What follows belongs to an exercise in optimizing a design on an open flow for small area and few clock cycles per item; a production flow would make more cautious choices.
The RTL was checked by simulation tests, not by an equivalence proof against the original design.

// vector_mac_pipe
module vector_mac_pipe #(
    parameter int DATA_W = 16,
    parameter int FRAC   = 12,
    parameter int LEN    = 3
) (
    input  logic                  clk,
    input  logic                  rst,
    input  logic                  in_valid,
    output logic                  in_ready,
    input  logic [LEN*DATA_W-1:0] in_a,
    input  logic [LEN*DATA_W-1:0] in_b,
    input  logic                  in_first,
    input  logic                  in_last,
    output logic                  out_valid,
    input  logic                  out_ready,
    output logic [DATA_W-1:0]     out_data
);
clock: 7.0 ns
lec_check: 0
cap_margin: 20
core_margin: 2
core_utilization: 40
slew_margin: 20
synth_hierarchical: 1
synth_minimum_keep_size: 0
run.sh (not shown) runs the stock make flow with config.mk's settings and CLKGATE_MAP_FILE= SYNTH_SCRIPT=/design/flow/synth_recipe.tcl, a recipe that flattens the netlist after the stock synthesis.
Testbench counts at the start, summed over its fixed seeds: cycles 16,639, items 16,000.
Rerun with:
Settings changed: CAP_MARGIN 20 to 0, SLEW_MARGIN 20 to 0.
Synthesized area stays the same.
Final area barely changes.
Wire length is about the same.
Hold slack is about the same.
Worst setup slack is worse by 6.5 ps.
Sequential share of layout area hardly moves.
Critical path depth stays the same.
Global-route usage does not change.
Clock skew stays flat.
Rerun with:
Settings changed: CAP_MARGIN 0 to 20, GPL_TIMING_DRIVEN set to 0, SLEW_MARGIN 0 to 20.
Outcome: Die area is unchanged. Flip-flop and latch count stays the same. Worst setup slack is worse by 56 ps. Routed wire length decreases by 2.6%. Hold slack is worse by 8.8 ps.
Rerun with:
==> flow/flow/run.sh (new file) <==
#!/bin/bash
# The standard layout, with the port buffers made of the smallest buffer
# cell instead of the one buffer_ports picks by default; repair_design still
# upsizes any that need it.
set -euo pipefail
export BUFFER_PORTS_ARGS="-buffer_cell sky130_fd_sc_hd__buf_1"
bash standard.sh > standard.log 2>&1
==> flow/standard.sh (new file) <==
#!/bin/bash
# synth_recipe.tcl (not shown) runs the flow's synth.tcl, then flattens the netlist and writes it again
# the make line also repeats each setting of config.mk as NAME=value (left out here)
make -C /OpenROAD-flow-scripts/flow DESIGN_CONFIG=/design/flow/config.mk WORK_HOME=/design/flow/orfs CLKGATE_MAP_FILE= SYNTH_SCRIPT=/design/flow/synth_recipe.tcl "${@:-finish}"
Settings changed: GPL_TIMING_DRIVEN 0 to unset.
removed: flow/run.sh
=> Fmax increases by a few percent. Flip-flop and latch count does not change. Wire length rose slightly. Final area decreases by a few percent.

== run A ==
vector_mac_pipe, a different RTL version from the one above (not shown whole).
Size: about 1,500 cells after synthesis, roughly 71 flip-flops, ~120 I/O pins, about 0.017 sq mm of cells after synthesis.
clock: 7.0 ns
lec_check: 0
cap_margin: 20
core_margin: 2
core_utilization: 40
cts_buf_list: sky130_fd_sc_hd__clkbuf_16
cts_cluster_diameter: 200
cts_cluster_size: 36
gpl_timing_driven: 0
slew_margin: 20
synth_hierarchical: 1
synth_minimum_keep_size: 0
standard.sh (not shown) runs the stock make flow with config.mk's settings and CLKGATE_MAP_FILE= SYNTH_SCRIPT=/design/flow/synth_recipe.tcl, a recipe that flattens the netlist after the stock synthesis.
==> flow/flow/run.sh <==
#!/bin/bash
# The standard layout, with the port buffers made of the smallest buffer
# cell instead of the one buffer_ports picks by default; repair_design still
# upsizes any that need it.
set -euo pipefail
export BUFFER_PORTS_ARGS="-buffer_cell sky130_fd_sc_hd__buf_1"
bash standard.sh > standard.log 2>&1
Testbench counts of run A, summed over its fixed seeds: cycles 16,639, items 16,000.
diff inputs: run A => run B
- swapping 20 for 0 in CAP_MARGIN
- swapping sky130_fd_sc_hd__clkbuf_16 for sky130_fd_sc_hd__clkbuf_8 in CTS_BUF_LIST
- clearing CTS_CLUSTER_DIAMETER, which used to be 200
- clearing CTS_CLUSTER_SIZE, which used to be 36
- swapping 20 for 0 in SLEW_MARGIN
==> comparison <==
Looking at critical path's slowest cell, the sky130_fd_sc_hd__inv_1 result is from run A; the sky130_fd_sc_hd__fa_1 one comes from run B.
Run B against run A: final-stage net count level, total cell area at the placement stage moved down.
Summary of run B over run A: post-detailed-routing wire length flat; tightest hold margin up 0.0046 ns; number of ordinary and repair buffers in the finished layout down about 0.8%; number of antenna violations at the first check in global routing up 1.
Run B vs. run A: utilization went down by 0.33 points.
Inputs modified between run B and run C:
- CAP_MARGIN: 0 -> 20
- SLEW_MARGIN: 0 -> 20
- CORE_UTILIZATION: 40 -> 50
Both conditions hold for run C: the flow ran to the end and the final layout passed the timing, design-rule and antenna checks.
Against run B, run C comes in 0.29 ns higher on worst setup slack.
Changes observed in run C relative to run B: cell area reported after detailed placement has decreased.
In the tables for run B and run C, routed wire length reads lower with run C.
Between run C and run B, it is run C whose final cell area excluding filler cells is lower, by about 0.44%.
Share of layout cells above drive strength 1 was lower in run B than in run C.
| end-of-flow core utilization | run C vs run B | 11 points higher |
What run D does differently from run C at the input level:
- changing CORE_UTILIZATION from 50 to 58
- Via count delta (run D -> run C): insignificant
- Changes observed in run D relative to run C: non-filler instance count after layout -about 3%, placed cell area shows no meaningful change, final cell utilization of the core now sits higher.
- The higher total of plain and repair buffers excluding clock buffers came out of run D.
Modified inputs, run E compared to run D
- CORE_UTILIZATION now 40, was 58
## What came out
- Wire length of the first global-routing pass: lower on run E
- Compare run E and run D | layout overhead on the synthesized area higher: run E
- Count of non-CTS buffers in the layout of run E falls short of that of run D by a few percent.
- Changes observed in run E relative to run D: finished layout cell area shows an increase of 0.76%.
- Per the comparison of run E with run D, vertical extent of the die increased 20%; total wire length after detailed routing decreased by about 2% relative to the old numbers.
- Sort run E and run D by filler cell count in the final layout, descending, and run E comes first.

separate check: timing with driven ports:
How much do the figures lean on ideal ports? The routed layouts below were timed once more, with nothing changed but the port constraints.
Step 1 sets driving cells, clkbuf_16 on the clock port and buf_2 on the other inputs (assumed; they add their load-dependent delay and slew).
Step 2 adds t to the input delays and takes it off the output delays; t is the mean of the earliest and latest rising clock arrival at the registers after step 1. Input paths then give back, and output paths get back, about the clock's delay inside the block.
a / b / c = ideal / step 1 / step 2; a / b = the first two.
run	t, ns	setup slack, ns	worst setup path at the end	cell pins on the clock port's net
the first run of note 1	0.359	0.202 / 0.216 / -0.143	input to register	1
the second run of note 1	0.360	0.196 / 0.210 / -0.150	input to register	1
the third run of note 1	0.362	0.140 / 0.153 / -0.209	input to register	1
the fourth run of note 1	0.367	0.421 / 0.438 / 0.070	input to register	1
run A	0.364	0.464 / 0.481 / 0.117	input to register	1
run B	0.381	0.211 / 0.225 / -0.156	input to register	1
run C	0.370	0.502 / 0.513 / 0.143	input to register	1
run D	0.384	0.309 / 0.322 / -0.061	input to register	1
run E	0.373	0.492 / 0.503 / 0.130	input to register	1
Met with ideal ports but missed after step 2: setup timing in 5 of these runs. For run D, which loses most, drivers alone change the setup slack by +0.013 ns; drivers and shift together by -0.370 ns.
